Background: an optimization exercise with open tools, aiming at small area, a short achievable clock period and few clock cycles per item. Do not read the settings as production practice. In this exercise RTL edits were held to simulation tests only and were not proved equivalent to the original.

### design/flow/constraint.sdc
create_clock -name core_clock -period 12.0 [get_ports {clk_i}]
set_input_delay 2.4000 -clock core_clock [delete_from_list [all_inputs] [get_ports {clk_i}]]
set_output_delay 2.4000 -clock core_clock [all_outputs]
set_load 0.01 [all_outputs]
### design/flow/config.mk
export PLATFORM = sky130hd
export DESIGN_NAME = first_person_camera_pose
export DESIGN_NICKNAME = first_person_camera_pose
export VERILOG_FILES = /design/flow/design.v
export SDC_FILE = /design/flow/constraint.sdc
export NUM_CORES = 4
export LEC_CHECK = 0
export CAP_MARGIN = 20
export CORE_MARGIN = 2
export CORE_UTILIZATION = 40
export SLEW_MARGIN = 20
### design/flow/run.sh
#!/bin/bash
# synth_recipe.tcl (not shown) runs the flow's synth.tcl, then flattens the netlist and writes it again
# the make line also repeats each setting of config.mk as NAME=value (left out here)
make -C /OpenROAD-flow-scripts/flow DESIGN_CONFIG=/design/flow/config.mk WORK_HOME=/design/flow/orfs CLKGATE_MAP_FILE= SYNTH_SCRIPT=/design/flow/synth_recipe.tcl finish
### design/flow/design.v
`timescale 1ns / 1ps
module first_person_camera_pose #(
  parameter int CORDIC_STEPS = 16
) (
  input  logic                clk_i,
  input  logic                rst_ni,
  input  logic                cfg_we_i,
  input  logic [2:0]          cfg_addr_i,
  input  logic [15:0]         cfg_wdata_i,
  input  logic                in_valid_i,
  output logic                in_stall_o,
  input  logic [1:0]          req_type_i,
  input  logic [2:0]          direction_i,
  input  logic [15:0]         delta_time_i,
  input  logic signed [15:0]  x_offset_i,
  input  logic signed [15:0]  y_offset_i,
  input  logic                can_go_up_i,
  input  logic                can_go_down_i,
  input  logic signed [31:0]  set_pos_x_i,
  input  logic signed [31:0]  set_pos_y_i,
  input  logic signed [31:0]  set_pos_z_i,
  input  logic signed [24:0]  set_yaw_i,
  input  logic signed [23:0]  set_pitch_i,
  output logic                out_valid_o,
  input  logic                out_stall_i,
  output logic signed [31:0]  pos_x_o,
  output logic signed [31:0]  pos_y_o,
  output logic signed [31:0]  pos_z_o,
  output logic signed [15:0]  front_x_o,
  output logic signed [15:0]  front_y_o,
  output logic signed [15:0]  front_z_o,
  output logic signed [15:0]  right_x_o,
  output logic signed [15:0]  right_y_o,
  output logic signed [15:0]  right_z_o,
  output logic signed [15:0]  up_x_o,
  output logic signed [15:0]  up_y_o,
  output logic signed [15:0]  up_z_o
);
  localparam logic [1:0] REQ_MOVE = 2'd0;
  localparam logic [1:0] REQ_LOOK = 2'd1;
  localparam logic [1:0] REQ_SET  = 2'd2;
  localparam logic [2:0] CFG_SENS  = 3'd0;
  localparam logic [2:0] CFG_SPEED = 3'd1;
  localparam logic [2:0] CFG_FLY   = 3'd2;
  localparam logic [2:0] CFG_WUX   = 3'd3;
  localparam logic [2:0] CFG_WUY   = 3'd4;
  localparam logic [2:0] CFG_WUZ   = 3'd5;
  localparam logic signed [29:0] DEG90     = 30'sd5898240;
  localparam logic signed [29:0] DEG180    = 30'sd11796480;
  localparam logic signed [29:0] DEG360    = 30'sd23592960;
  localparam logic signed [29:0] PITCH_LIM = 30'sd5832704;
  localparam logic signed [33:0] CORDIC_GAIN = 34'sd652032874;
  localparam logic signed [15:0] ONE_Q14 = 16'sd16384;
  localparam logic [4:0] LAST_STEP = 5'(CORDIC_STEPS - 1);
  localparam int S_IDLE  = 0;
  localparam int S_MV1   = 1;
  localparam int S_MV2   = 2;
  localparam int S_MV3   = 3;
  localparam int S_APPLY = 4;
  localparam int S_LK1   = 5;
  localparam int S_LK2   = 6;
  localparam int S_LK3   = 7;
  localparam int S_LK4   = 8;
  localparam int S_LK5   = 9;
  localparam int S_ST1   = 10;
  localparam int S_WRAP  = 11;
  localparam int S_CORP  = 12;
  localparam int S_CORPX = 13;
  localparam int S_CORY  = 14;
  localparam int S_FRONT = 15;
  localparam int S_NH    = 16;
  localparam int S_NA    = 17;
  localparam int S_NSQ   = 18;
  localparam int S_NSKIP = 19;
  localparam int S_NSQRT = 20;
  localparam int S_NDIV  = 21;
  localparam int S_NFIN  = 22;
  localparam int S_CROSS = 23;
  localparam int NST     = 24;
  localparam logic [1:0] T_HF = 2'd0;
  localparam logic [1:0] T_F  = 2'd1;
  localparam logic [1:0] T_R  = 2'd2;
  localparam logic [1:0] T_U  = 2'd3;
  localparam logic [1:0] I_ACC  = 2'd0;
  localparam logic [1:0] I_0    = 2'd1;
  localparam logic [1:0] I_8    = 2'd2;
  localparam logic [1:0] I_8192 = 2'd3;
  function automatic logic signed [29:0] atan_deg(input logic [3:0] i);
    logic signed [29:0] r;
    case (i)
      4'd0:  r = 30'sd2949120;
      4'd1:  r = 30'sd1740967;
      4'd2:  r = 30'sd919879;
      4'd3:  r = 30'sd466945;
      4'd4:  r = 30'sd234379;
      4'd5:  r = 30'sd117266;
      4'd6:  r = 30'sd58666;
      4'd7:  r = 30'sd29335;
      4'd8:  r = 30'sd14668;
      4'd9:  r = 30'sd7334;
      4'd10: r = 30'sd3667;
      4'd11: r = 30'sd1833;
      4'd12: r = 30'sd917;
      4'd13: r = 30'sd458;
      4'd14: r = 30'sd229;
      default: r = 30'sd115;
    endcase
    atan_deg = r;
  endfunction
  function automatic logic signed [23:0] clamp_pitch(input logic signed [29:0] p);
    logic signed [23:0] r;
    if (p > PITCH_LIM) begin
      r = 24'(PITCH_LIM);
    end else if (p < -PITCH_LIM) begin
      r = -(24'(PITCH_LIM));
    end else begin
      r = 24'(p);
    end
    clamp_pitch = r;
  endfunction
  function automatic logic signed [31:0] sat32(input logic signed [33:0] v);
    logic signed [31:0] r;
    if (v > 34'sd2147483647) begin
      r = 32'sh7fffffff;
    end else if (v < -34'sd2147483648) begin
      r = 32'sh80000000;
    end else begin
      r = 32'(v);
    end
    sat32 = r;
  endfunction
  function automatic logic big30(input logic signed [33:0] v);
    big30 = (v >= 34'sd1073741824) || (v <= -34'sd1073741824);
  endfunction
  function automatic logic signed [15:0] pick3(input logic signed [47:0] v, input logic [1:0] i);
    logic signed [15:0] r;
    case (i)
      2'd1:    r = v[31:16];
      2'd2:    r = v[47:32];
      default: r = v[15:0];
    endcase
    pick3 = r;
  endfunction
  function automatic logic [67:0] csa(input logic [33:0] a, input logic [33:0] b,
                                      input logic [33:0] c);
    logic [33:0] s, cy;
    s  = a ^ b ^ c;
    cy = ((a & b) | (a & c) | (b & c)) << 1;
    csa = {cy, s};
  endfunction
  logic [NST-1:0] st_q, st_d;
  logic [4:0] cnt_q, cnt_d;
  logic [2:0] pup_q;
  logic [3:0] csh0_q, csh2_q;
  logic       whi_q, wlo_q, yhi_q, ylo_q, rdy_q;
  logic signed [29:0] w_d;
  logic       out_valid_q;
  logic [15:0]        sens_q, speed_q;
  logic               fly_q;
  logic signed [47:0] wu_q;           
  logic signed [31:0] posx_q, posy_q, posz_q;
  logic signed [24:0] yaw_q;
  logic signed [23:0] pitch_q;
  logic signed [47:0] fv_q, rv_q, uv_q;    
  logic [2:0]         dir_q;
  logic               cgu_q, cgd_q;
  logic [1:0]         msel_q;
  logic               msub_q;
  logic signed [15:0] mvx_q, mvz_q;
  logic [1:0]         tgt_q;
  logic               xsel_q, neg_q;
  logic [2:0]         sgn_q;
  logic signed [29:0] w_q;
  logic signed [29:0] atan_q;
  logic [30:0]        r_q;
  logic [33:0]        rem_q;
  logic signed [33:0] p_q [3];
  logic signed [16:0] ma_q, mb_q;
  logic [33:0]        ms_q, mc_q;
  logic [63:0]        sp_q;
  logic               c1_v, c2_v, c3_v, c1_sub, c2_sub, c3_sub;
  logic [1:0]         c1_init, c2_init, c3_init, c1_sh, c2_sh;
  logic [63:0]        acc_q;
  logic rdy, in_acc, commit;
  assign rdy        = rdy_q;
  assign in_acc     = in_valid_i && rdy;
  assign in_stall_o = !rdy;
  logic signed [63:0] acc_mac, acc_base;
  logic signed [34:0] la [3], lb [3], lres [3];
  logic               lsub [3], lcin [3];
  logic [35:0]        lsum [3];
  logic [64:0]        acc_sum;
  logic [34:0]        pos_add;
  logic signed [23:0] pclamp;
  logic [35:0]        sq_a, sq_diff;
  logic               sq_ge;
  logic signed [29:0] wa, wb, wsum;
  logic signed [33:0] pos_sum;
  logic signed [31:0] pos_cur;
  logic signed [33:0] mv;
  logic               any_big;
  logic               cordic_d;
  logic signed [15:0] mk;
  logic signed [33:0] fsrc;
  logic [15:0]        nq [3];
  logic signed [33:0] prod;
  logic signed [63:0] sp_d;
  logic [33:0]        ms_d, mc_d;
  logic               skip16;
  logic               iss;
  logic [1:0]         iss_init, iss_sh;
  logic               iss_sub;
  logic signed [16:0] ma_d, mb_d;
  logic [1:0] cr_a, cr_b;
  logic [17:0][33:0] l0;
  logic [11:0][33:0] l1;
  logic [7:0][33:0]  l2;
  logic [5:0][33:0]  l3;
  logic [3:0][33:0]  l4;
  logic [2:0][33:0]  l5;
  logic [67:0]       t;
  logic [16:0]       r;
  logic [29:0]       u;
  always_comb begin
    for (int j = 0; j < 16; j++) begin
      r = (mb_q[j] ? ma_q : 17'sd0) ^ 17'h10000;
      l0[j] = 34'(r) << j;
    end
    r = ~((mb_q[16] ? ma_q : 17'sd0) ^ 17'h10000);
    l0[16] = 34'(r) << 16;
    l0[17] = 34'h200020000;
    for (int g = 0; g < 6; g++) begin
      t = csa(l0[3*g], l0[3*g+1], l0[3*g+2]);
      l1[2*g] = t[33:0];
      l1[2*g+1] = t[67:34];
    end
    for (int g = 0; g < 4; g++) begin
      t = csa(l1[3*g], l1[3*g+1], l1[3*g+2]);
      l2[2*g] = t[33:0];
      l2[2*g+1] = t[67:34];
    end
    for (int g = 0; g < 2; g++) begin
      t = csa(l2[3*g], l2[3*g+1], l2[3*g+2]);
      l3[2*g] = t[33:0];
      l3[2*g+1] = t[67:34];
    end
    l3[4] = l2[6];
    l3[5] = l2[7];
    for (int g = 0; g < 2; g++) begin
      t = csa(l3[3*g], l3[3*g+1], l3[3*g+2]);
      l4[2*g] = t[33:0];
      l4[2*g+1] = t[67:34];
    end
    t = csa(l4[0], l4[1], l4[2]);
    l5[0] = t[33:0];
    l5[1] = t[67:34];
    l5[2] = l4[3];
    t = csa(l5[0], l5[1], l5[2]);
    ms_d = t[33:0];
    mc_d = t[67:34];
    prod = signed'(ms_q + mc_q);
    sp_d = 64'(prod);
    case (c2_sh)
      2'd1:    sp_d = sp_d <<< 16;
      2'd2:    sp_d = sp_d <<< 30;
      2'd3:    sp_d = sp_d <<< 32;
      default: ;
    endcase
    sp_d = sp_d ^ {64{c2_sub}};
    acc_base = signed'(acc_q);
    case (c3_init)
      I_0:     acc_base = 64'sd0;
      I_8:     acc_base = 64'sd8;
      I_8192:  acc_base = 64'sd8192;
      default: ;
    endcase
    acc_sum = {acc_base, 1'b1} + {sp_q, c3_sub};
    acc_mac = signed'(acc_sum[64:1]);
  end
  always_comb begin
    any_big  = big30(p_q[0]) || big30(p_q[1]) || big30(p_q[2]);
    cordic_d = !w_q[29];
    skip16   = (acc_q[61:46] == '0) && (cnt_q < 5'd16);
    sq_a    = {rem_q, acc_q[61:60]};
    sq_diff = sq_a - {3'b000, r_q, 2'b01};
    sq_ge   = !sq_diff[35];
    nq[0] = acc_q[15:0];
    nq[1] = acc_q[31:16];
    nq[2] = acc_q[47:32];
    for (int k = 0; k < 3; k++) begin
      la[k]   = 35'(p_q[k]);
      lb[k]   = 35'(signed'({4'b0000, r_q}));
      lsub[k] = 1'b1;
      lcin[k] = 1'b1;
      if (st_q[S_NA]) begin
        la[k] = '0;
        lb[k] = 35'(p_q[k]);
      end
      if (st_q[S_NFIN]) begin
        la[k]   = 35'(signed'({sgn_q[k], nq[k][15:1] ^ {15{sgn_q[k]}}}));
        lb[k]   = '0;
        lsub[k] = 1'b0;
        lcin[k] = nq[k][0] ^ sgn_q[k];
      end
      if (st_q[S_CORP] || st_q[S_CORY]) begin
        if (k == 0) begin
          lb[k]   = 35'(p_q[2] >>> csh0_q);
          lsub[k] = cordic_d;
          lcin[k] = cordic_d;
        end else begin
          lb[k]   = 35'(p_q[0] >>> csh2_q);
          lsub[k] = !cordic_d;
          lcin[k] = !cordic_d;
        end
      end
      lsum[k] = {la[k], 1'b1} + {lb[k] ^ {35{lsub[k]}}, lcin[k]};
      lres[k] = lsum[k][35:1];
    end
    wa = w_q;
    wb = '0;
    if (st_q[S_LK4]) begin
      wa = 30'(pitch_q);
      wb = acc_q[33:4];
    end
    if (st_q[S_LK5]) begin
      wa = 30'(yaw_q);
      wb = acc_q[33:4];
    end
    if (st_q[S_WRAP]) begin
      if (whi_q) begin
        wb = -DEG360;
      end else if (wlo_q) begin
        wb = DEG360;
      end else begin
        wa = 30'(pitch_q);
      end
    end
    if (st_q[S_CORP] || st_q[S_CORY]) begin
      wb = cordic_d ? -atan_q : atan_q;
    end
    if (st_q[S_CORPX]) begin
      wa = 30'(yaw_q);
      if (yhi_q) begin
        wb = -DEG180;
      end else if (ylo_q) begin
        wb = DEG180;
      end
    end
    wsum = wa + wb;
    w_d  = w_q;
    if (st_q[S_IDLE]) w_d = 30'(set_yaw_i);
    if (st_q[S_MV3]) w_d = 30'(sp_q[31:8]);
    if (st_q[S_LK4] || st_q[S_LK5] || st_q[S_WRAP] || st_q[S_CORP] || st_q[S_CORY] ||
        st_q[S_CORPX]) w_d = wsum;
    pclamp = clamp_pitch(st_q[S_ST1] ? 30'(signed'(r_q[23:0])) : w_q);
    pos_cur = posz_q;
    if (pup_q[0]) pos_cur = posx_q;
    if (pup_q[1]) pos_cur = posy_q;
    mv      = acc_q[47:14];
    pos_add = {34'(pos_cur), 1'b1} + {mv ^ {34{msub_q}}, msub_q};
    pos_sum = signed'(pos_add[34:1]);
    fsrc = cnt_q[2] ? p_q[2] : p_q[0];
    case (msel_q)
      2'd1:    mk = pick3(rv_q, cnt_q[2:1]);
      2'd2:    mk = pick3(wu_q, cnt_q[2:1]);
      default: mk = (cnt_q[2:1] == 2'd0) ? mvx_q : ((cnt_q[2:1] == 2'd2) ? mvz_q : 16'sd0);
    endcase
    case (cnt_q[2:0])
      3'd0:    begin cr_a = 2'd1; cr_b = 2'd2; end
      3'd1:    begin cr_a = 2'd2; cr_b = 2'd1; end
      3'd2:    begin cr_a = 2'd2; cr_b = 2'd0; end
      3'd3:    begin cr_a = 2'd0; cr_b = 2'd2; end
      3'd4:    begin cr_a = 2'd0; cr_b = 2'd1; end
      default: begin cr_a = 2'd1; cr_b = 2'd0; end
    endcase
  end
  always_comb begin
    iss      = 1'b0;
    iss_init = I_ACC;
    iss_sh   = 2'd0;
    iss_sub  = 1'b0;
    ma_d     = '0;
    mb_d     = '0;
    if (st_q[S_IDLE]) begin
      if (req_type_i == REQ_LOOK) begin
        iss      = in_acc;
        iss_init = I_8;
        ma_d     = 17'(y_offset_i);
        mb_d     = signed'({1'b0, sens_q});
      end else begin
        ma_d     = signed'({1'b0, delta_time_i});
        mb_d     = signed'({1'b0, speed_q});
      end
    end
    if (st_q[S_LK1]) begin
      iss      = 1'b1;
      iss_init = I_8;
      ma_d     = 17'(signed'(r_q[15:0]));
      mb_d     = signed'({1'b0, sens_q});
    end
    if (st_q[S_APPLY] && cnt_q <= 5'd5) begin
      iss  = 1'b1;
      ma_d = 17'(mk);
      if (cnt_q[0]) begin
        mb_d   = signed'({9'b0, w_q[23:16]});
        iss_sh = 2'd1;
      end else begin
        mb_d     = signed'({1'b0, w_q[15:0]});
        iss_init = I_8192;
      end
    end
    if (st_q[S_FRONT] && cnt_q <= 5'd7) begin
      iss     = 1'b1;
      iss_sub = neg_q;
      case (cnt_q[1:0])
        2'd0: begin
          ma_d = signed'({1'b0, fsrc[15:0]});
          mb_d = signed'({1'b0, rem_q[15:0]});
          iss_init = I_0;
        end
        2'd1: begin
          ma_d = 17'(signed'(fsrc[31:16]));
          mb_d = signed'({1'b0, rem_q[15:0]});
          iss_sh = 2'd1;
        end
        2'd2: begin
          ma_d = signed'({1'b0, fsrc[15:0]});
          mb_d = signed'({1'b0, rem_q[31:16]});
          iss_sh = 2'd1;
        end
        default: begin
          ma_d = 17'(signed'(fsrc[31:16]));
          mb_d = signed'({1'b0, rem_q[31:16]});
          iss_sh = 2'd3;
        end
      endcase
    end
    u = '0;
    if (st_q[S_NSQ] && cnt_q <= 5'd8) begin
      iss = 1'b1;
      case (cnt_q)
        5'd0, 5'd1, 5'd2: u = p_q[0][29:0];
        5'd3, 5'd4, 5'd5: u = p_q[1][29:0];
        default:          u = p_q[2][29:0];
      endcase
      case (cnt_q)
        5'd0, 5'd3, 5'd6: begin
          ma_d = signed'({2'b00, u[14:0]});
          mb_d = signed'({2'b00, u[14:0]});
          iss_init = (cnt_q == 5'd0) ? I_0 : I_ACC;
        end
        5'd1, 5'd4, 5'd7: begin
          ma_d = signed'({2'b00, u[29:15]});
          mb_d = signed'({2'b00, u[14:0]});
          iss_sh = 2'd1;
        end
        default: begin
          ma_d = signed'({2'b00, u[29:15]});
          mb_d = signed'({2'b00, u[29:15]});
          iss_sh = 2'd2;
        end
      endcase
    end
    if (st_q[S_CROSS] && cnt_q <= 5'd5) begin
      iss      = 1'b1;
      iss_init = cnt_q[0] ? I_ACC : I_0;
      iss_sub  = cnt_q[0];
      if (xsel_q) begin
        ma_d = 17'(pick3(rv_q, cr_a));
        mb_d = 17'(pick3(fv_q, cr_b));
      end else begin
        ma_d = 17'(pick3(fv_q, cr_a));
        mb_d = 17'(pick3(wu_q, cr_b));
      end
    end
  end
  always_ff @(posedge clk_i) begin
    ma_q    <= ma_d;
    mb_q    <= mb_d;
    c1_v    <= iss;
    c1_init <= iss_init;
    c1_sh   <= iss_sh;
    c1_sub  <= iss_sub;
    ms_q    <= ms_d;
    mc_q    <= mc_d;
    c2_v    <= c1_v;
    c2_init <= c1_init;
    c2_sh   <= c1_sh;
    c2_sub  <= c1_sub;
    sp_q    <= sp_d;
    c3_v    <= c2_v;
    c3_init <= c2_init;
    c3_sub  <= c2_sub;
  end
  always_comb begin
    st_d   = '0;
    cnt_d  = cnt_q + 5'd1;
    commit = 1'b0;
    if (st_q[S_IDLE]) begin
      cnt_d = '0;
      if (in_acc) begin
        case (req_type_i)
          REQ_MOVE: st_d[S_MV1] = 1'b1;
          REQ_LOOK: st_d[S_LK1] = 1'b1;
          REQ_SET:  st_d[S_ST1] = 1'b1;
          default:  commit = 1'b1;
        endcase
      end else begin
        st_d[S_IDLE] = 1'b1;
      end
    end
    if (st_q[S_MV1]) st_d[S_MV2] = 1'b1;
    if (st_q[S_MV2]) st_d[S_MV3] = 1'b1;
    if (st_q[S_MV3]) begin
      cnt_d = '0;
      case (dir_q)
        3'd0, 3'd1: st_d[S_NH] = 1'b1;
        3'd2, 3'd3: st_d[S_APPLY] = 1'b1;
        3'd4:       if (fly_q && cgu_q) st_d[S_APPLY] = 1'b1; else commit = 1'b1;
        3'd5:       if (fly_q && cgd_q) st_d[S_APPLY] = 1'b1; else commit = 1'b1;
        default:    commit = 1'b1;
      endcase
    end
    if (st_q[S_APPLY]) begin
      if (cnt_q == 5'd9) commit = 1'b1; else st_d[S_APPLY] = 1'b1;
    end
    if (st_q[S_LK1]) st_d[S_LK2] = 1'b1;
    if (st_q[S_LK2]) st_d[S_LK3] = 1'b1;
    if (st_q[S_LK3]) st_d[S_LK4] = 1'b1;
    if (st_q[S_LK4]) st_d[S_LK5] = 1'b1;
    if (st_q[S_LK5]) st_d[S_WRAP] = 1'b1;
    if (st_q[S_ST1]) st_d[S_WRAP] = 1'b1;
    if (st_q[S_WRAP]) begin
      cnt_d = '0;
      if (!whi_q && !wlo_q) st_d[S_CORP] = 1'b1;
      else st_d[S_WRAP] = 1'b1;
    end
    if (st_q[S_CORP]) begin
      if (cnt_q == {1'b0, LAST_STEP[3:0]}) st_d[S_CORPX] = 1'b1; else st_d[S_CORP] = 1'b1;
    end
    if (st_q[S_CORPX]) begin
      cnt_d = '0;
      st_d[S_CORY] = 1'b1;
    end
    if (st_q[S_CORY]) begin
      if (cnt_q == {1'b0, LAST_STEP[3:0]}) begin
        cnt_d = '0;
        st_d[S_FRONT] = 1'b1;
      end else begin
        st_d[S_CORY] = 1'b1;
      end
    end
    if (st_q[S_FRONT]) begin
      if (cnt_q == 5'd11) st_d[S_NH] = 1'b1; else st_d[S_FRONT] = 1'b1;
    end
    if (st_q[S_NH]) begin
      if (!any_big) st_d[S_NA] = 1'b1; else st_d[S_NH] = 1'b1;
    end
    if (st_q[S_NA]) begin
      cnt_d = '0;
      st_d[S_NSQ] = 1'b1;
    end
    if (st_q[S_NSQ]) begin
      if (cnt_q == 5'd12) begin
        cnt_d = '0;
        if (acc_q == '0) st_d[S_NFIN] = 1'b1; else st_d[S_NSKIP] = 1'b1;
      end else begin
        st_d[S_NSQ] = 1'b1;
      end
    end
    if (st_q[S_NSKIP]) begin
      if (skip16) begin
        cnt_d = cnt_q + 5'd8;
        st_d[S_NSKIP] = 1'b1;
      end else begin
        cnt_d = cnt_q;
        st_d[S_NSQRT] = 1'b1;
      end
    end
    if (st_q[S_NSQRT]) begin
      if (cnt_q == 5'd30) begin
        cnt_d = '0;
        st_d[S_NDIV] = 1'b1;
      end else begin
        st_d[S_NSQRT] = 1'b1;
      end
    end
    if (st_q[S_NDIV]) begin
      if (cnt_q == 5'd15) st_d[S_NFIN] = 1'b1; else st_d[S_NDIV] = 1'b1;
    end
    if (st_q[S_NFIN]) begin
      cnt_d = '0;
      case (tgt_q)
        T_HF:    st_d[S_APPLY] = 1'b1;
        T_U:     commit = 1'b1;
        default: st_d[S_CROSS] = 1'b1;
      endcase
    end
    if (st_q[S_CROSS]) begin
      if (cnt_q == 5'd9) st_d[S_NH] = 1'b1; else st_d[S_CROSS] = 1'b1;
    end
    if (commit) st_d[S_IDLE] = 1'b1;
  end
  always_ff @(posedge clk_i or negedge rst_ni) begin
    if (!rst_ni) begin
      st_q        <= NST'(1);
      out_valid_q <= 1'b0;
      rdy_q       <= 1'b1;
    end else begin
      st_q        <= st_d;
      out_valid_q <= commit || (out_valid_q && out_stall_i);
      rdy_q       <= st_d[S_IDLE] && !commit && !(out_valid_q && out_stall_i);
    end
  end
  always_ff @(posedge clk_i or negedge rst_ni) begin
    if (!rst_ni) begin
      sens_q  <= 16'd3932;
      speed_q <= 16'd2560;
      fly_q   <= 1'b1;
      wu_q    <= {16'sd0, ONE_Q14, 16'sd0};
    end else if (cfg_we_i) begin
      case (cfg_addr_i)
        CFG_SENS:  sens_q  <= cfg_wdata_i;
        CFG_SPEED: speed_q <= cfg_wdata_i;
        CFG_FLY:   fly_q   <= cfg_wdata_i[0];
        CFG_WUX:   wu_q[15:0]  <= cfg_wdata_i;
        CFG_WUY:   wu_q[31:16] <= cfg_wdata_i;
        CFG_WUZ:   wu_q[47:32] <= cfg_wdata_i;
        default:   ;
      endcase
    end
  end
  logic signed [15:0] res16 [3];
  always_comb begin
    for (int k = 0; k < 3; k++) res16[k] = lres[k][15:0];
  end
  always_ff @(posedge clk_i or negedge rst_ni) begin
    if (!rst_ni) begin
      posx_q  <= '0;
      posy_q  <= '0;
      posz_q  <= '0;
      yaw_q   <= '0;
      pitch_q <= '0;
      fv_q    <= {16'sd0, 16'sd0, ONE_Q14};
      rv_q    <= {ONE_Q14, 16'sd0, 16'sd0};
      uv_q    <= {16'sd0, ONE_Q14, 16'sd0};
    end else begin
      if (st_q[S_ST1]) begin
        posx_q  <= p_q[0][31:0];
        posy_q  <= p_q[1][31:0];
        posz_q  <= p_q[2][31:0];
        pitch_q <= pclamp;
      end
      if (st_q[S_LK5]) pitch_q <= pclamp;
      if (st_q[S_WRAP] && st_d[S_CORP]) yaw_q <= w_q[24:0];
      if (pup_q[0]) posx_q <= sat32(pos_sum);
      if (pup_q[1]) posy_q <= sat32(pos_sum);
      if (pup_q[2]) posz_q <= sat32(pos_sum);
      if (st_q[S_NFIN]) begin
        case (tgt_q)
          T_F:     fv_q <= {res16[2], res16[1], res16[0]};
          T_R:     rv_q <= {res16[2], res16[1], res16[0]};
          T_U:     uv_q <= {res16[2], res16[1], res16[0]};
          default: ;
        endcase
      end
    end
  end
  always_ff @(posedge clk_i) begin
    cnt_q  <= cnt_d;
    csh0_q <= (st_d[S_CORP] || st_d[S_CORY]) ? cnt_d[3:0] : 4'd0;
    if (st_d[S_CORP] || st_d[S_CORY]) csh2_q <= cnt_d[3:0];
    w_q    <= w_d;
    whi_q  <= (w_d >= DEG180);
    wlo_q  <= (w_d < -DEG180);
    if (st_q[S_WRAP]) begin
      yhi_q <= (30'(signed'(w_q[24:0])) > DEG90);
      ylo_q <= (30'(signed'(w_q[24:0])) < -DEG90);
    end
    pup_q[0] <= st_d[S_APPLY] && (cnt_d == 5'd5);
    pup_q[1] <= st_d[S_APPLY] && (cnt_d == 5'd7);
    pup_q[2] <= st_d[S_APPLY] && (cnt_d == 5'd9);
    atan_q <= atan_deg(cnt_d[3:0]);
    if (c3_v) begin
      acc_q <= acc_mac;
    end else if (st_q[S_NSKIP] && skip16) begin
      acc_q <= acc_q << 16;
    end else if (st_q[S_NSQRT]) begin
      acc_q <= acc_q << 2;
    end else if (st_q[S_NDIV]) begin
      acc_q[15:0]  <= {acc_q[14:0],  !lres[0][34]};
      acc_q[31:16] <= {acc_q[30:16], !lres[1][34]};
      acc_q[47:32] <= {acc_q[46:32], !lres[2][34]};
    end
    if (st_q[S_IDLE]) begin
      dir_q  <= direction_i;
      cgu_q  <= can_go_up_i;
      cgd_q  <= can_go_down_i;
      p_q[0] <= 34'(set_pos_x_i);
      p_q[1] <= 34'(set_pos_y_i);
      p_q[2] <= 34'(set_pos_z_i);
      r_q    <= (req_type_i == REQ_LOOK) ? 31'(x_offset_i) : 31'(set_pitch_i);
    end
    if (st_q[S_MV3]) begin
      msub_q <= (dir_q == 3'd1) || (dir_q == 3'd2) || (dir_q == 3'd5);
      msel_q <= (dir_q[2:1] == 2'd0) ? 2'd0 : ((dir_q[2:1] == 2'd1) ? 2'd1 : 2'd2);
      p_q[0] <= 34'(signed'(fv_q[15:0]));
      p_q[1] <= '0;
      p_q[2] <= 34'(signed'(fv_q[47:32]));
      tgt_q  <= T_HF;
    end
    if (st_q[S_WRAP]) begin
      if (st_d[S_CORP]) begin
        p_q[0] <= CORDIC_GAIN;
        p_q[2] <= '0;
      end
    end
    if (st_q[S_CORP] || st_q[S_CORY]) begin
      p_q[0] <= lres[0][33:0];
      p_q[2] <= lres[2][33:0];
    end
    if (st_q[S_CORPX]) begin
      neg_q  <= yhi_q || ylo_q;
      rem_q  <= p_q[0];
      p_q[1] <= p_q[2];
      p_q[0] <= CORDIC_GAIN;
      p_q[2] <= '0;
    end
    if (st_q[S_FRONT]) begin
      if (cnt_q == 5'd7)  p_q[0] <= acc_q[63:30];
      if (cnt_q == 5'd11) begin
        p_q[2] <= acc_q[63:30];
        tgt_q  <= T_F;
      end
    end
    if (st_q[S_NH] && any_big) begin
      p_q[0] <= p_q[0] >>> 1;
      p_q[1] <= p_q[1] >>> 1;
      p_q[2] <= p_q[2] >>> 1;
    end
    if (st_q[S_NA]) begin
      for (int k = 0; k < 3; k++) begin
        sgn_q[k] <= p_q[k][33];
        if (p_q[k][33]) p_q[k] <= lres[k][33:0];
      end
    end
    if (st_q[S_NSQ]) begin
      rem_q <= '0;
      r_q   <= '0;
    end
    if (st_q[S_NSQRT]) begin
      rem_q <= sq_ge ? sq_diff[33:0] : sq_a[33:0];
      r_q   <= {r_q[29:0], sq_ge};
    end
    if (st_q[S_NDIV]) begin
      for (int k = 0; k < 3; k++) begin
        p_q[k] <= lres[k][34] ? {p_q[k][32:0], 1'b0} : {lres[k][32:0], 1'b0};
      end
    end
    if (st_q[S_NFIN]) begin
      if (tgt_q == T_HF) begin
        mvx_q <= res16[0];
        mvz_q <= res16[2];
      end
      xsel_q <= (tgt_q == T_R);
    end
    if (st_q[S_CROSS]) begin
      if (cnt_q == 5'd5) p_q[0] <= acc_q[33:0];
      if (cnt_q == 5'd7) p_q[1] <= acc_q[33:0];
      if (cnt_q == 5'd9) begin
        p_q[2] <= acc_q[33:0];
        tgt_q  <= xsel_q ? T_U : T_R;
      end
    end
  end
  assign out_valid_o = out_valid_q;
  assign pos_x_o     = posx_q;
  assign pos_y_o     = posy_q;
  assign pos_z_o     = posz_q;
  assign front_x_o   = fv_q[15:0];
  assign front_y_o   = fv_q[31:16];
  assign front_z_o   = fv_q[47:32];
  assign right_x_o   = rv_q[15:0];
  assign right_y_o   = rv_q[31:16];
  assign right_z_o   = rv_q[47:32];
  assign up_x_o      = uv_q[15:0];
  assign up_y_o      = uv_q[31:16];
  assign up_z_o      = uv_q[47:32];
endmodule
==> results of run 1 <==
-- Yosys cell counts, types with 37 or more instances --
cell and count:
dfrtp_1 379, o21ai_1 37, o31ai_1 54, a221o_1 39, xor2_1 278, mux2i_1 323
fa_1 234, a31oi_1 70, a221oi_1 82, nor2b_1 159, mux4_2 62, and3_1 47
nand3_1 91, a21o_1 219, nand2b_1 49, and2_1 317, a21oi_1 947, clkbuf_1 711
o21bai_1 50, o211ai_1 126, edfxtp_1 180, mux2_2 185, nor3_1 113, inv_1 434
nor4_1 67, buf_1 88, a22oi_1 115, nor2_1 573, a211oi_1 312, ha_1 394
o21a_1 42, o22ai_1 93, xnor2_1 200, a22o_1 145, nand4_1 53, dfxtp_1 345
o21ai_0 778, nand2_1 1128
-- through the flow --
step           worst slack [ns]   util
3_3_place_gp               4.93  0.439
5_1_grt                    4.14  0.460
4_1_cts                    4.90  0.459
6_report                   4.50  0.460
3_5_place_dp               4.99  0.440
2_1_floorplan              6.69      -
-- per-layer routing --
metal | track usage | vias to the layer above
li1 | - | 35900
met3 | 0.171 | 1918
met4 | 0.397 | 50
met2 | 0.589 | 6525
met5 | 0.0276 | -
met1 | 0.518 | 41600
-- placed cells by master (no fill, tap or decap), types with 157 or more instances in the layout --
master | Yosys | final
o21ai_0 | 778 | 777
dfxtp_1 | 345 | 336
inv_1 | 434 | 434
ha_1 | 394 | 393
xnor2_1 | 200 | 190
clkdlybuf4s50_1 | 0 | 464
fa_1 | 234 | 234
mux2_2 | 185 | 185
nand2_1 | 1128 | 1124
xor2_1 | 278 | 272
buf_4 | 9 | 306
a211oi_1 | 312 | 312
dfrtp_1 | 379 | 373
a21oi_1 | 947 | 946
nor2_1 | 573 | 561
nor2b_1 | 159 | 157
edfxtp_1 | 180 | 180
mux2i_1 | 323 | 321
and2_1 | 317 | 315
a21o_1 | 219 | 219
-- critical path: cells and delay by family (launching register included) --
family,cells,cell delay [ns]
AOI/OAI and AO/OA,9,2.30
adders and majority gates,1,0.41
buffers and inverters,5,2.35
DFF,1,0.45
muxes,2,0.66
and+or+nand+nor,4,1.08
-- final timing paths --
path / to / slack (ns)
worst min register to register: c3_v / 0.33
max in group asynchronous: st_q[13] / 8.41
worst min-delay path: c3_v / 0.33
worst max register to register: p_q[1][29] / 4.50
worst max-delay path: p_q[1][29] / 4.50
min in group asynchronous: uv_q[31] / 1.42
-- cell type report --
cell class              count  area [sq um]
diodes                     70           175
inverters                 447          1680
fillers                 19800        109000
well taps                2672          3340
flip-flops and latches    921         22300
clock inverters            71           790
clock buffers             143          3150
multi-input cells        7703         54600
repair buffers            777          7040
-- flip-flops by register name (all words and copies together), names as in the netlist, 24 cells and up --
| name | cells |
|---|---|
| rv_q | 48 |
| posx_q | 32 |
| yaw_q | 25 |
| sp_q | 64 |
| fv_q | 48 |
| p_q | 102 |
| st_q | 24 |
| mc_q | 27 |
| uv_q | 48 |
| posz_q | 32 |
| pitch_q | 24 |
| wu_q | 48 |
| r_q | 31 |
| w_q | 30 |
| rem_q | 34 |
| ms_q | 34 |
| posy_q | 32 |
| acc_q | 64 |
-- logic make-up (layout without fill, tap and decap cells) --
family / count (synthesis) / after routing / synth area share
AOI/OAI and AO/OA: 3354 / 3354 / 0.263
and+or+nand+nor: 2668 / 2668 / 0.151
buffers and inverters: 1280 / 1438 / 0.0599
DFF: 921 / 921 / 0.273
adders and majority gates: 628 / 628 / 0.118
muxes: 574 / 574 / 0.0831
xor gates and xnor gates: 479 / 479 / 0.0518
other: 0 / 70 / 0
==> flow_summary.ini, run 1 <==
[route]
drt_pass1_iterations = 14
top_layer_used = met5
vias_per_cell = 6.72
dr_wl_met2_microns = 182000
ant_nets = 0
avgRoutedWirePerCell_microns = 36.2
wl_met1_microns = 169000
drtIter0Drc = 13500
drt_wl_total_microns = 463000
wl_met3_microns = 61000
drc = 0
vias = 86000

[final_layout]
layout-drive-gt1-share = 0.0880
final_nets = 10800
fin_cells = 12800
final_area_sq_um = 93000
area.growth.synth_to_final_pct = 14.4

[logic_synthesis]
ys_top_cells_by_area = dfrtp_1 12%, dfxtp_1 8.5%, edfxtp_1 6.6%
synth-main-ff-cell = dfrtp_1
synth-seq-area-share = 0.273
avgSynthCellArea_sq_um = 8.21
synth_cell_type_count = 100
yosysWarnings = 10
async_flop_share = 0.430
syn_area_sq_um = 81300
syn_inst = 9904
synth_top_area_frac = 0.117
synth.largest_area_cell = dfrtp_1
syn_nets = 10800
ys_ff_latch = 921
synth_enable_flop_cells = 180

[sta]
min_period_over_period = 0.625
setup_tns_ns = 0
rsz0062_at_grt = false
finalMaxSlewViolations = 0
holdWs_ns = 0.331
layout_min_cycle_time_ns = 7.50
skew_ns = 0.0880
finalHoldViolations = 0
max_slew_margin = 0.126
max_freq_ghz = 0.133
worstMarginPinSlew_ns = 1.31
setup_viol = 0

[setup_path]
critical_path_peak_fanout = 66
start_kind = register
r2r-start = st_q[14]
worst-r2r-cell-count = 21
required_ns = 12.63
timing_worst_setup_path_type = reg2reg
max_stage_delay_ns = 0.70
startpoint = st_q[14]
cp-end-kind = register
crit_chain = or2_2 > buf_4 > buf_4 > nor3b_2 > buf_4 > a21oi_1 > nor2_1 > a21oi_1 > ha_1 > a2111oi_0 > a221o_1 > a22o_1 > o311a_1 > nand2_1 > a31oi_1 > mux2i_4 > buf_4 > clkinv_1 > mux2_2 > o22ai_1 > a21oi_1
crit_top_cell = buf_4
arrival_ns = 8.13
crit_path_top_delay_cell = a2111oi_0

[clock_network]
clkTransAtPathRegs_ns = 0.06
clockBufferDepth = 3
cts_root_buf = clkbuf_16
cts_max_level = 3
cts_buffers = 112
post_cts_buffers = 0
ctsResizeCount = 0
cts-hold-fix-buffers = 0
cts_tree = yes
cts_num_sinks = 921
clock_latency_ns = 0.87

[grt]
grt_overflow = 0
grt_start_max_net_pins = 130
grt_pass1_vias = 79300
grt_use_total = 0.433
grt_pass1_wl_microns = 634000
antenna_found_initial = 63

[placed_design]
placed_cells = 12500
gp_congestion = 1.13
place_area_sq_um = 88900
dpl.hpwl_microns = 346000
numPortBuffers = 465

[hold_path]
hp-start = c2_v
hold_path_depth = 0
hold_path_class = reg2reg

[die]
coreArea_sq_um = 202000
fp-row-count = 165
design.die.area_sq_um = 207000
initial_core_util = 0.402
die_x_microns = 455
num_io_pins = 466
die_y_microns = 455

[status]
status = finished clean

[job]
maxCapViolations = 0
Testbench counts, summed over its fixed seeds: cycles 342,443, items 2,400.
==> inputs of run 2 (changes only) <==
--- a/design/flow/design.v
+++ b/design/flow/design.v
@@ -69,7 +69,7 @@
   localparam int S_CORY  = 14;
   localparam int S_FRONT = 15;
   localparam int S_NH    = 16;
-  localparam int S_NA    = 17;
+  localparam int S_NA    = 17;   
   localparam int S_NSQ   = 18;
   localparam int S_NSKIP = 19;
   localparam int S_NSQRT = 20;
@@ -141,9 +141,9 @@
     endcase
     pick3 = r;
   endfunction
-  function automatic logic [67:0] csa(input logic [33:0] a, input logic [33:0] b,
-                                      input logic [33:0] c);
-    logic [33:0] s, cy;
+  function automatic logic [127:0] csa(input logic [63:0] a, input logic [63:0] b,
+                                       input logic [63:0] c);
+    logic [63:0] s, cy;
     s  = a ^ b ^ c;
     cy = ((a & b) | (a & c) | (b & c)) << 1;
     csa = {cy, s};
@@ -151,8 +151,10 @@
   logic [NST-1:0] st_q, st_d;
   logic [4:0] cnt_q, cnt_d;
   logic [2:0] pup_q;
+  logic       ndec_q, z16_q, z8_q, big_q, s0_q, lcord_q, ldiv_q, lfin_q;
+  logic [63:0] acc_d;
   logic [3:0] csh0_q, csh2_q;
-  logic       whi_q, wlo_q, yhi_q, ylo_q, rdy_q;
+  logic       whi_q, wlo_q, yhi_q, ylo_q, rdy_q, rdyw_q;
   logic signed [29:0] w_d;
   logic       out_valid_q;
   logic [15:0]        sens_q, speed_q;
@@ -176,13 +178,12 @@
   logic [33:0]        rem_q;
   logic signed [33:0] p_q [3];
   logic signed [16:0] ma_q, mb_q;
-  logic [33:0]        ms_q, mc_q;
-  logic [63:0]        sp_q;
-  logic               c1_v, c2_v, c3_v, c1_sub, c2_sub, c3_sub;
-  logic [1:0]         c1_init, c2_init, c3_init, c1_sh, c2_sh;
+  logic [63:0]        ms_q, mc_q;
+  logic               c1_v, c2_v, c1_sub, c2_sub;
+  logic [1:0]         c1_init, c2_init, c1_sh, c2_sh;
   logic [63:0]        acc_q;
   logic rdy, in_acc, commit;
-  assign rdy        = rdy_q;
+  assign rdy        = rdy_q || (rdyw_q && !out_stall_i);
   assign in_acc     = in_valid_i && rdy;
   assign in_stall_o = !rdy;
   logic signed [63:0] acc_mac, acc_base;
@@ -192,8 +193,11 @@
   logic [64:0]        acc_sum;
   logic [34:0]        pos_add;
   logic signed [23:0] pclamp;
-  logic [35:0]        sq_a, sq_diff;
-  logic               sq_ge;
+  logic [36:0]        sq_x;
+  logic [37:0]        sq_d1, sq_d2, sq_d3;
+  logic [1:0]         sq_dig;
+  logic [32:0]        sq_rem;
+  logic [32:0]        r3_q, r3_dn, r3_up, r3_n;
   logic signed [29:0] wa, wb, wsum;
   logic signed [33:0] pos_sum;
   logic signed [31:0] pos_cur;
@@ -203,87 +207,139 @@
   logic signed [15:0] mk;
   logic signed [33:0] fsrc;
   logic [15:0]        nq [3];
-  logic signed [33:0] prod;
-  logic signed [63:0] sp_d;
-  logic [33:0]        ms_d, mc_d;
-  logic               skip16;
+  logic [63:0]        ms_d, mc_d;
+  logic               skip16, skip8, ndec, skip_ok;
   logic               iss;
   logic [1:0]         iss_init, iss_sh;
   logic               iss_sub;
   logic signed [16:0] ma_d, mb_d;
   logic [1:0] cr_a, cr_b;
-  logic [17:0][33:0] l0;
-  logic [11:0][33:0] l1;
-  logic [7:0][33:0]  l2;
-  logic [5:0][33:0]  l3;
-  logic [3:0][33:0]  l4;
-  logic [2:0][33:0]  l5;
-  logic [67:0]       t;
+  logic [17:0][63:0] l0;
+  logic [11:0][63:0] l1;
+  logic [7:0][63:0]  l2;
+  logic [5:0][63:0]  l3;
+  logic [3:0][63:0]  l4;
+  logic [2:0][63:0]  l5;
+  logic [127:0]      t;
+  logic [63:0]       ma_s, mc_s, acc_cs, acc_cc;
   logic [16:0]       r;
-  logic [29:0]       u;
+  logic [30:0]       u;
+  logic [3:0]        sqi;
   always_comb begin
     for (int j = 0; j < 16; j++) begin
       r = (mb_q[j] ? ma_q : 17'sd0) ^ 17'h10000;
-      l0[j] = 34'(r) << j;
+      l0[j] = 64'(r) << j;
     end
     r = ~((mb_q[16] ? ma_q : 17'sd0) ^ 17'h10000);
-    l0[16] = 34'(r) << 16;
-    l0[17] = 34'h200020000;
+    l0[16] = 64'(r) << 16;
+    l0[17] = 64'hfffffffe00020000;
     for (int g = 0; g < 6; g++) begin
       t = csa(l0[3*g], l0[3*g+1], l0[3*g+2]);
-      l1[2*g] = t[33:0];
-      l1[2*g+1] = t[67:34];
+      l1[2*g] = t[63:0];
+      l1[2*g+1] = t[127:64];
     end
     for (int g = 0; g < 4; g++) begin
       t = csa(l1[3*g], l1[3*g+1], l1[3*g+2]);
-      l2[2*g] = t[33:0];
-      l2[2*g+1] = t[67:34];
+      l2[2*g] = t[63:0];
+      l2[2*g+1] = t[127:64];
     end
     for (int g = 0; g < 2; g++) begin
       t = csa(l2[3*g], l2[3*g+1], l2[3*g+2]);
-      l3[2*g] = t[33:0];
-      l3[2*g+1] = t[67:34];
+      l3[2*g] = t[63:0];
+      l3[2*g+1] = t[127:64];
     end
     l3[4] = l2[6];
     l3[5] = l2[7];
     for (int g = 0; g < 2; g++) begin
       t = csa(l3[3*g], l3[3*g+1], l3[3*g+2]);
-      l4[2*g] = t[33:0];
-      l4[2*g+1] = t[67:34];
+      l4[2*g] = t[63:0];
+      l4[2*g+1] = t[127:64];
     end
     t = csa(l4[0], l4[1], l4[2]);
-    l5[0] = t[33:0];
-    l5[1] = t[67:34];
+    l5[0] = t[63:0];
+    l5[1] = t[127:64];
     l5[2] = l4[3];
     t = csa(l5[0], l5[1], l5[2]);
-    ms_d = t[33:0];
-    mc_d = t[67:34];
-    prod = signed'(ms_q + mc_q);
-    sp_d = 64'(prod);
+    ms_d = t[63:0];
+    mc_d = t[127:64];
+    ma_s = ms_q;
+    mc_s = mc_q;
     case (c2_sh)
-      2'd1:    sp_d = sp_d <<< 16;
-      2'd2:    sp_d = sp_d <<< 30;
-      2'd3:    sp_d = sp_d <<< 32;
+      2'd1: begin
+        ma_s = ms_q << 16;
+        mc_s = mc_q << 16;
+      end
+      2'd2: begin
+        ma_s = ms_q << 30;
+        mc_s = mc_q << 30;
+      end
+      2'd3: begin
+        ma_s = ms_q << 32;
+        mc_s = mc_q << 32;
+      end
       default: ;
     endcase
-    sp_d = sp_d ^ {64{c2_sub}};
+    ma_s = ma_s ^ {64{c2_sub}};
+    mc_s = mc_s ^ {64{c2_sub}};
+    acc_d = acc_q;
+    if (c2_v) begin
+      acc_d = acc_mac;
+    end else if ((st_q[S_NSKIP] || (ndec && !any_big)) && skip_ok && skip16) begin
+      acc_d = acc_q << 16;
+    end else if ((st_q[S_NSKIP] || (ndec && !any_big)) && skip_ok && skip8) begin
+      acc_d = acc_q << 8;
+    end else if (st_q[S_NSQRT]) begin
+      acc_d = acc_q << 4;
+    end else if (st_q[S_NDIV]) begin
+      acc_d[15:0]  = {acc_q[14:0],  !lres[0][34]};
+      acc_d[31:16] = {acc_q[30:16], !lres[1][34]};
+      acc_d[47:32] = {acc_q[46:32], !lres[2][34]};
+    end
     acc_base = signed'(acc_q);
-    case (c3_init)
+    case (c2_init)
       I_0:     acc_base = 64'sd0;
       I_8:     acc_base = 64'sd8;
       I_8192:  acc_base = 64'sd8192;
       default: ;
     endcase
-    acc_sum = {acc_base, 1'b1} + {sp_q, c3_sub};
+    t       = csa(acc_base, ma_s, mc_s);
+    acc_cs  = t[63:0];
+    acc_cc  = {t[127:65], c2_sub};
+    acc_sum = {acc_cs, 1'b1} + {acc_cc, c2_sub};
     acc_mac = signed'(acc_sum[64:1]);
   end
   always_comb begin
-    any_big  = big30(p_q[0]) || big30(p_q[1]) || big30(p_q[2]);
+    any_big  = big_q;
     cordic_d = !w_q[29];
-    skip16   = (acc_q[61:46] == '0) && (cnt_q < 5'd16);
-    sq_a    = {rem_q, acc_q[61:60]};
-    sq_diff = sq_a - {3'b000, r_q, 2'b01};
-    sq_ge   = !sq_diff[35];
+    skip16   = z16_q && (ndec || cnt_q <= 5'd8);
+    skip8    = z8_q && (ndec || cnt_q <= 5'd12);
+    skip_ok  = 1'b1;
+    ndec     = ndec_q;
+    sq_x  = {rem_q[32:0], acc_q[63:60]};
+    sq_d1 = {1'b0, sq_x} - {4'b0000, r_q, 3'b001};
+    sq_d2 = {1'b0, sq_x} - {3'b000, r_q, 4'b0100};
+    sq_d3 = {1'b0, sq_x} - {2'b00, r3_q, 3'b001};
+    if (!sq_d3[37]) begin
+      sq_dig = 2'd3;
+      sq_rem = sq_d3[32:0];
+    end else if (!sq_d2[37]) begin
+      sq_dig = 2'd2;
+      sq_rem = sq_d2[32:0];
+    end else if (!sq_d1[37]) begin
+      sq_dig = 2'd1;
+      sq_rem = sq_d1[32:0];
+    end else begin
+      sq_dig = 2'd0;
+      sq_rem = sq_x[32:0];
+    end
+    r3_dn = ~((~r3_q) + 33'd1);    
+    r3_up = r3_q + 33'd1;
+    case (sq_dig)
+      2'd0:    r3_n = {r3_dn[30:0], 2'd1};
+      2'd1:    r3_n = {r3_q[30:0], 2'd0};
+      2'd2:    r3_n = {r3_q[30:0], 2'd3};
+      default: r3_n = {r3_up[30:0], 2'd2};
+    endcase
     nq[0] = acc_q[15:0];
     nq[1] = acc_q[31:16];
     nq[2] = acc_q[47:32];
@@ -292,17 +348,21 @@
       lb[k]   = 35'(signed'({4'b0000, r_q}));
       lsub[k] = 1'b1;
       lcin[k] = 1'b1;
-      if (st_q[S_NA]) begin
+      if (ldiv_q) begin
+        lsub[k] = !p_q[k][33];
+        lcin[k] = !p_q[k][33];
+      end
+      if (!ldiv_q && !lcord_q && !lfin_q) begin
         la[k] = '0;
         lb[k] = 35'(p_q[k]);
       end
-      if (st_q[S_NFIN]) begin
+      if (lfin_q) begin
         la[k]   = 35'(signed'({sgn_q[k], nq[k][15:1] ^ {15{sgn_q[k]}}}));
         lb[k]   = '0;
         lsub[k] = 1'b0;
         lcin[k] = nq[k][0] ^ sgn_q[k];
       end
-      if (st_q[S_CORP] || st_q[S_CORY]) begin
+      if (lcord_q) begin
         if (k == 0) begin
           lb[k]   = 35'(p_q[2] >>> csh0_q);
           lsub[k] = cordic_d;
@@ -318,11 +378,11 @@
     end
     wa = w_q;
     wb = '0;
-    if (st_q[S_LK4]) begin
+    if (st_q[S_LK3]) begin
       wa = 30'(pitch_q);
       wb = acc_q[33:4];
     end
-    if (st_q[S_LK5]) begin
+    if (st_q[S_LK4]) begin
       wa = 30'(yaw_q);
       wb = acc_q[33:4];
     end
@@ -349,8 +409,8 @@
     wsum = wa + wb;
     w_d  = w_q;
     if (st_q[S_IDLE]) w_d = 30'(set_yaw_i);
-    if (st_q[S_MV3]) w_d = 30'(sp_q[31:8]);
-    if (st_q[S_LK4] || st_q[S_LK5] || st_q[S_WRAP] || st_q[S_CORP] || st_q[S_CORY] ||
+    if (st_q[S_MV3]) w_d = 30'(acc_q[31:8]);
+    if (st_q[S_LK3] || st_q[S_LK4] || st_q[S_WRAP] || st_q[S_CORP] || st_q[S_CORY] ||
         st_q[S_CORPX]) w_d = wsum;
     pclamp = clamp_pitch(st_q[S_ST1] ? 30'(signed'(r_q[23:0])) : w_q);
     pos_cur = posz_q;
@@ -388,6 +448,8 @@
         ma_d     = 17'(y_offset_i);
         mb_d     = signed'({1'b0, sens_q});
       end else begin
+        iss      = in_acc;
+        iss_init = I_0;
         ma_d     = signed'({1'b0, delta_time_i});
         mb_d     = signed'({1'b0, speed_q});
       end
@@ -436,27 +498,31 @@
       endcase
     end
     u = '0;
-    if (st_q[S_NSQ] && cnt_q <= 5'd8) begin
+    sqi = 4'd15;
+    if (st_q[S_NSQ] && cnt_q <= 5'd8) sqi = cnt_q[3:0];
+    if (st_q[S_CROSS] && cnt_q >= 5'd6 && cnt_q <= 5'd14) sqi = 4'(cnt_q - 5'd6);
+    if (st_q[S_FRONT] && cnt_q >= 5'd8 && cnt_q <= 5'd16) sqi = 4'(cnt_q - 5'd8);
+    if (sqi != 4'd15) begin
       iss = 1'b1;
-      case (cnt_q)
-        5'd0, 5'd1, 5'd2: u = p_q[0][29:0];
-        5'd3, 5'd4, 5'd5: u = p_q[1][29:0];
-        default:          u = p_q[2][29:0];
+      case (sqi)
+        4'd0, 4'd1, 4'd2: u = st_q[S_FRONT] ? p_q[1][30:0] : p_q[0][30:0];
+        4'd3, 4'd4, 4'd5: u = st_q[S_FRONT] ? p_q[0][30:0] : p_q[1][30:0];
+        default:          u = p_q[2][30:0];
       endcase
-      case (cnt_q)
-        5'd0, 5'd3, 5'd6: begin
+      case (sqi)
+        4'd0, 4'd3, 4'd6: begin
           ma_d = signed'({2'b00, u[14:0]});
           mb_d = signed'({2'b00, u[14:0]});
-          iss_init = (cnt_q == 5'd0) ? I_0 : I_ACC;
+          iss_init = (sqi == 4'd0) ? I_0 : I_ACC;
         end
-        5'd1, 5'd4, 5'd7: begin
-          ma_d = signed'({2'b00, u[29:15]});
+        4'd1, 4'd4, 4'd7: begin
+          ma_d = 17'(signed'(u[30:15]));
           mb_d = signed'({2'b00, u[14:0]});
           iss_sh = 2'd1;
         end
         default: begin
-          ma_d = signed'({2'b00, u[29:15]});
-          mb_d = signed'({2'b00, u[29:15]});
+          ma_d = 17'(signed'(u[30:15]));
+          mb_d = 17'(signed'(u[30:15]));
           iss_sh = 2'd2;
         end
       endcase
@@ -487,10 +553,6 @@
     c2_init <= c1_init;
     c2_sh   <= c1_sh;
     c2_sub  <= c1_sub;
-    sp_q    <= sp_d;
-    c3_v    <= c2_v;
-    c3_init <= c2_init;
-    c3_sub  <= c2_sub;
   end
   always_comb begin
     st_d   = '0;
@@ -514,7 +576,7 @@
     if (st_q[S_MV3]) begin
       cnt_d = '0;
       case (dir_q)
-        3'd0, 3'd1: st_d[S_NH] = 1'b1;
+        3'd0, 3'd1: st_d[S_NSQ] = 1'b1;
         3'd2, 3'd3: st_d[S_APPLY] = 1'b1;
         3'd4:       if (fly_q && cgu_q) st_d[S_APPLY] = 1'b1; else commit = 1'b1;
         3'd5:       if (fly_q && cgd_q) st_d[S_APPLY] = 1'b1; else commit = 1'b1;
@@ -522,13 +584,12 @@
       endcase
     end
     if (st_q[S_APPLY]) begin
-      if (cnt_q == 5'd9) commit = 1'b1; else st_d[S_APPLY] = 1'b1;
+      if (cnt_q == 5'd8) commit = 1'b1; else st_d[S_APPLY] = 1'b1;
     end
     if (st_q[S_LK1]) st_d[S_LK2] = 1'b1;
     if (st_q[S_LK2]) st_d[S_LK3] = 1'b1;
     if (st_q[S_LK3]) st_d[S_LK4] = 1'b1;
-    if (st_q[S_LK4]) st_d[S_LK5] = 1'b1;
-    if (st_q[S_LK5]) st_d[S_WRAP] = 1'b1;
+    if (st_q[S_LK4]) st_d[S_WRAP] = 1'b1;
     if (st_q[S_ST1]) st_d[S_WRAP] = 1'b1;
     if (st_q[S_WRAP]) begin
       cnt_d = '0;
@@ -551,26 +612,36 @@
       end
     end
     if (st_q[S_FRONT]) begin
-      if (cnt_q == 5'd11) st_d[S_NH] = 1'b1; else st_d[S_FRONT] = 1'b1;
+      if (!ndec) st_d[S_FRONT] = 1'b1;
     end
     if (st_q[S_NH]) begin
-      if (!any_big) st_d[S_NA] = 1'b1; else st_d[S_NH] = 1'b1;
-    end
-    if (st_q[S_NA]) begin
       cnt_d = '0;
-      st_d[S_NSQ] = 1'b1;
+      if (!(big30(p_q[0]) || big30(p_q[1]) || big30(p_q[2]))) st_d[S_NSQ] = 1'b1;
+      else st_d[S_NH] = 1'b1;
     end
-    if (st_q[S_NSQ]) begin
-      if (cnt_q == 5'd12) begin
-        cnt_d = '0;
-        if (acc_q == '0) st_d[S_NFIN] = 1'b1; else st_d[S_NSKIP] = 1'b1;
+    if (st_q[S_NSQ] && !ndec) st_d[S_NSQ] = 1'b1;
+    if (ndec) begin
+      cnt_d = '0;
+      if (any_big) begin
+        st_d[S_NH] = 1'b1;
+      end else if (s0_q) begin
+        st_d[S_NFIN] = 1'b1;
+      end else if (skip16) begin
+        cnt_d = 5'd4;
+        st_d[S_NSKIP] = 1'b1;
+      end else if (skip8) begin
+        cnt_d = 5'd2;
+        st_d[S_NSKIP] = 1'b1;
       end else begin
-        st_d[S_NSQ] = 1'b1;
+        st_d[S_NSQRT] = 1'b1;
       end
     end
     if (st_q[S_NSKIP]) begin
       if (skip16) begin
-        cnt_d = cnt_q + 5'd8;
+        cnt_d = cnt_q + 5'd4;
+        st_d[S_NSKIP] = 1'b1;
+      end else if (skip8 && cnt_q <= 5'd12) begin
+        cnt_d = cnt_q + 5'd2;
         st_d[S_NSKIP] = 1'b1;
       end else begin
         cnt_d = cnt_q;
@@ -578,7 +649,7 @@
       end
     end
     if (st_q[S_NSQRT]) begin
-      if (cnt_q == 5'd30) begin
+      if (cnt_q == 5'd15) begin
         cnt_d = '0;
         st_d[S_NDIV] = 1'b1;
       end else begin
@@ -597,7 +668,7 @@
       endcase
     end
     if (st_q[S_CROSS]) begin
-      if (cnt_q == 5'd9) st_d[S_NH] = 1'b1; else st_d[S_CROSS] = 1'b1;
+      if (!ndec) st_d[S_CROSS] = 1'b1;
     end
     if (commit) st_d[S_IDLE] = 1'b1;
   end
@@ -606,10 +677,12 @@
       st_q        <= NST'(1);
       out_valid_q <= 1'b0;
       rdy_q       <= 1'b1;
+      rdyw_q      <= 1'b0;
     end else begin
       st_q        <= st_d;
       out_valid_q <= commit || (out_valid_q && out_stall_i);
       rdy_q       <= st_d[S_IDLE] && !commit && !(out_valid_q && out_stall_i);
+      rdyw_q      <= st_d[S_IDLE] && (commit || (out_valid_q && out_stall_i));
     end
   end
   always_ff @(posedge clk_i or negedge rst_ni) begin
@@ -651,7 +724,7 @@
         posz_q  <= p_q[2][31:0];
         pitch_q <= pclamp;
       end
-      if (st_q[S_LK5]) pitch_q <= pclamp;
+      if (st_q[S_LK4]) pitch_q <= pclamp;
       if (st_q[S_WRAP] && st_d[S_CORP]) yaw_q <= w_q[24:0];
       if (pup_q[0]) posx_q <= sat32(pos_sum);
       if (pup_q[1]) posy_q <= sat32(pos_sum);
@@ -677,21 +750,20 @@
       yhi_q <= (30'(signed'(w_q[24:0])) > DEG90);
       ylo_q <= (30'(signed'(w_q[24:0])) < -DEG90);
     end
-    pup_q[0] <= st_d[S_APPLY] && (cnt_d == 5'd5);
-    pup_q[1] <= st_d[S_APPLY] && (cnt_d == 5'd7);
-    pup_q[2] <= st_d[S_APPLY] && (cnt_d == 5'd9);
+    pup_q[0] <= st_d[S_APPLY] && (cnt_d == 5'd4);
+    pup_q[1] <= st_d[S_APPLY] && (cnt_d == 5'd6);
+    pup_q[2] <= st_d[S_APPLY] && (cnt_d == 5'd8);
     atan_q <= atan_deg(cnt_d[3:0]);
-    if (c3_v) begin
-      acc_q <= acc_mac;
-    end else if (st_q[S_NSKIP] && skip16) begin
-      acc_q <= acc_q << 16;
-    end else if (st_q[S_NSQRT]) begin
-      acc_q <= acc_q << 2;
-    end else if (st_q[S_NDIV]) begin
-      acc_q[15:0]  <= {acc_q[14:0],  !lres[0][34]};
-      acc_q[31:16] <= {acc_q[30:16], !lres[1][34]};
-      acc_q[47:32] <= {acc_q[46:32], !lres[2][34]};
-    end
+    acc_q   <= acc_d;
+    z16_q   <= (acc_d[63:48] == '0);
+    z8_q    <= (acc_d[63:56] == '0);
+    s0_q    <= (p_q[0] == '0) && (p_q[1] == '0) && (p_q[2] == '0);
+    big_q   <= big30(p_q[0]) || big30(p_q[1]) || big30(p_q[2]);
+    ndec_q  <= (st_d[S_NSQ] && cnt_d == 5'd11) || (st_d[S_FRONT] && cnt_d == 5'd19) ||
+               (st_d[S_CROSS] && cnt_d == 5'd17);
+    lcord_q <= st_d[S_CORP] || st_d[S_CORY];
+    ldiv_q  <= st_d[S_NDIV];
+    lfin_q  <= st_d[S_NFIN];
     if (st_q[S_IDLE]) begin
       dir_q  <= direction_i;
       cgu_q  <= can_go_up_i;
@@ -727,34 +799,36 @@
       p_q[2] <= '0;
     end
     if (st_q[S_FRONT]) begin
-      if (cnt_q == 5'd7)  p_q[0] <= acc_q[63:30];
-      if (cnt_q == 5'd11) begin
+      if (cnt_q == 5'd6)  p_q[0] <= acc_q[63:30];
+      if (cnt_q == 5'd10) begin
         p_q[2] <= acc_q[63:30];
         tgt_q  <= T_F;
       end
     end
-    if (st_q[S_NH] && any_big) begin
+    if (st_q[S_NH] && (big30(p_q[0]) || big30(p_q[1]) || big30(p_q[2]))) begin
       p_q[0] <= p_q[0] >>> 1;
       p_q[1] <= p_q[1] >>> 1;
       p_q[2] <= p_q[2] >>> 1;
     end
-    if (st_q[S_NA]) begin
+    if (ndec && !any_big) begin
       for (int k = 0; k < 3; k++) begin
         sgn_q[k] <= p_q[k][33];
         if (p_q[k][33]) p_q[k] <= lres[k][33:0];
       end
     end
-    if (st_q[S_NSQ]) begin
+    if (ndec) begin
       rem_q <= '0;
       r_q   <= '0;
+      r3_q  <= 33'd1;
     end
     if (st_q[S_NSQRT]) begin
-      rem_q <= sq_ge ? sq_diff[33:0] : sq_a[33:0];
-      r_q   <= {r_q[29:0], sq_ge};
+      rem_q <= {1'b0, sq_rem};
+      r_q   <= {r_q[28:0], sq_dig};
+      r3_q  <= r3_n;
     end
     if (st_q[S_NDIV]) begin
       for (int k = 0; k < 3; k++) begin
-        p_q[k] <= lres[k][34] ? {p_q[k][32:0], 1'b0} : {lres[k][32:0], 1'b0};
+        p_q[k] <= {lres[k][32:0], 1'b0};
       end
     end
     if (st_q[S_NFIN]) begin
@@ -765,9 +839,9 @@
       xsel_q <= (tgt_q == T_R);
     end
     if (st_q[S_CROSS]) begin
-      if (cnt_q == 5'd5) p_q[0] <= acc_q[33:0];
-      if (cnt_q == 5'd7) p_q[1] <= acc_q[33:0];
-      if (cnt_q == 5'd9) begin
+      if (cnt_q == 5'd4) p_q[0] <= acc_q[33:0];
+      if (cnt_q == 5'd6) p_q[1] <= acc_q[33:0];
+      if (cnt_q == 5'd8) begin
         p_q[2] <= acc_q[33:0];
         tgt_q  <= xsel_q ? T_U : T_R;
       end
--- a/design/flow/config.mk
+++ b/design/flow/config.mk
@@ -8,4 +8,5 @@
 export CAP_MARGIN = 20
 export CORE_MARGIN = 2
 export CORE_UTILIZATION = 40
+export SETUP_SLACK_MARGIN = 5
 export SLEW_MARGIN = 20
==> flow_summary.ini, run 2 <==
[status]
status = finished clean

[sta]
finalMaxSlewViolations = 0
layout_min_cycle_time_ns = 6.75
max_slew_margin = 0.101
skew_ns = 0.0974
setup_viol = 0
rsz0062_at_grt = false
finalHoldViolations = 0
max_freq_ghz = 0.148

[clock_network]
cts_buffers = 114
cts_num_sinks = 895
cts-hold-fix-buffers = 0
clock_latency_ns = 0.86
cts_tree = yes

[final_layout]
top_regs = p_q: 102 flops, acc_q: 64 flops
layout-drive-gt1-share = 0.0898
mostFrequentLayoutCells = 1206 x nand2_1, 899 x a21oi_1, 816 x o21ai_0
area.growth.synth_to_final_pct = 14.6
final_area_sq_um = 101000
final_nets = 11900
largest_reg_flops = 102

[setup_path]
r2r_slack_ns = 5.25
critical_path_peak_fanout = 67
reg2reg_to = p_q[2][33]
worst-r2r-cell-count = 20
startpoint = lcord_q
arrival_ns = 7.44
worstSetupEndpoint = p_q[2][33]

[die]
die_x_microns = 474
coreArea_sq_um = 220000
design.die.area_sq_um = 224000
fp-row-count = 172
initial_core_util = 0.402

[logic_synthesis]
synth_simple_gate_area_frac = 0.157
syn_nets = 11800
synth-seq-area-share = 0.248
ys_ff_latch = 895
synth.most_common_cell = nand2_1
ys_top_cells_by_area = dfrtp_1 11%, dfxtp_1 6.9%, edfxtp_1 6.7%
synth_commonest_cells = 1210 x nand2_1, 904 x a21oi_1, 820 x o21ai_0
synth_xor_area_frac = 0.0625
synthAdderAreaFrac = 0.127
synth_enable_flop_cells = 196
avgSynthCellArea_sq_um = 8.11
synth.largest_area_cell = dfrtp_1
synthMuxAreaShare = 0.0948

[route]
drt_pass1_iterations = 7
drt_wl_total_microns = 539000
vias_per_cell = 6.74
ant_nets = 0
avgRoutedWirePerCell_microns = 38.3
drc = 0
vias = 94800

[grt]
busiest_layer = met2
antenna_found_initial = 90
grt_use_met2 = 0.669
grt_overflow = 0
grt_start_max_net_pins = 117
grtUsageMet1 = 0.544
met3_usage = 0.161
grt_pass1_vias = 88300
grt_use_total = 0.464

[placed_design]
placed_cells = 13700
numPortBuffers = 465
place_area_sq_um = 96600
gp_congestion = 1.12
dpl.hpwl_microns = 408000

[hold_path]
hold_path_class = reg2reg
## run 2: changes by cell type after synthesis, moves of 41 or more
| cell | before | now |
|---|---|---|
| mux2i_1 | 323 | 500 |
| ha_1 | 394 | 438 |
| dfxtp_1 | 345 | 304 |
| a22o_1 | 145 | 51 |
| xnor2_1 | 200 | 363 |
| nor2_1 | 573 | 780 |
| inv_1 | 434 | 556 |
| o21ai_0 | 778 | 820 |
| nor2b_1 | 159 | 62 |
| nand2_1 | 1128 | 1210 |
| a22oi_1 | 115 | 202 |
| fa_1 | 234 | 288 |
| clkbuf_1 | 711 | 752 |
| a21oi_1 | 947 | 904 |
## run 2: critical path: stages (launching register included)
cell and delay (ns):
dfxtp_2 0.73, buf_4 0.48, or2_2 0.18, buf_4 0.58, nor2_4 0.02, buf_4 0.36, nor2_4 0.49, buf_4 0.53
nand2_1 0.10, nand2_1 0.09, ha_1 0.27, and3_1 0.20, a32o_1 0.19, a311o_1 0.14, a21oi_1 0.14, o311a_1 0.50
o41ai_1 0.79, o2111ai_1 0.19, a21boi_0 0.28, mux2i_1 0.20, o21ai_0 0.08
## run 2: per-layer routing
metal  wire length (microns)  vias up
li1                        -    39400
met1                  193000    46400
met2                  225000     6910
met3                   64100     2030
met4                   56800       44
met5                     623        -
## run 2: repair_timing
action,in CTS,in global routing
resized for setup,0,1
endpoints found under the setup margin,0,1
buffers inserted,0,0
## run 2: logic make-up after synthesis
group                    after synthesis
AO/OA/AOI/OAI                       3451
XOR/XNOR                             630
adder cells (fa/ha/maj)              726
buffers and inverters               1419
flip-flops                           895
multiplexers                         744
AND/OR/NAND/NOR                     3025
## run 2: how the worst min path moves through the flow
stage	startpoint	to	slack, ns	depth (start not counted)
2_1_floorplan	c1_init[0]	c2_init[0]	0.31	0
3_3_place_gp	c1_sub	c2_sub	0.31	0
3_5_place_dp	c1_init[0]	c2_init[0]	0.31	0
4_1_cts	c1_init[0]	c2_init[0]	0.33	0
5_1_grt	c1_sub	c2_sub	0.33	0
6_report	c1_sub	c2_sub	0.33	0
## run 2: per-stage QoR
step / worst slack, ns / utilization
5_1_grt: 5.00 / 0.460
3_5_place_dp: 5.52 / 0.440
6_report: 5.25 / 0.461
3_3_place_gp: 5.44 / 0.440
2_1_floorplan: 6.77 / -
4_1_cts: 5.38 / 0.459
## run 2: area by class of cell
class	instances	area [sq um]
Inverter	561	2110
Tap cell	2871	3590
Sequential cell	895	21900
Clock buffer	144	3250
Antenna cell	91	228
Multi-Input combinational cell	8576	61600
Timing Repair Buffer	843	7570
Clock inverter	74	885
Fill cell	21700	118000
Testbench counts of run 2, summed over its fixed seeds: cycles 252,385, items 2,400.

separate check: timing with driven ports:
No port has a modelled driver above. Below, the same layouts with a new extraction and two added sets of constraints.
Step 1 sets driving cells, clkbuf_16 on the clock port and buf_2 on the other inputs (assumed; they add their load-dependent delay and slew).
Step 2, shift: input delay + t, output delay - t, t = (earliest + latest rising clock arrival at the registers) / 2. This alone moves slack from input paths to output paths.
Slacks: ideal / step 1 / step 2; pairs: ideal / step 1.
run | t (ns) | setup WS [ns] | hold WS [ns] | worst setup path at the end | slew at the worst register clock pin (ns)
run 1 | 0.917 | 4.500 / 4.500 / 4.500 | 0.331 / 0.331 / 0.331 | register to register | 0.07 / 0.07
run 2 | 0.901 | 5.255 / 5.255 / 5.255 | 0.326 / 0.326 / 0.326 | register to register | 0.08 / 0.08
After both steps setup and hold are still met in every run listed.
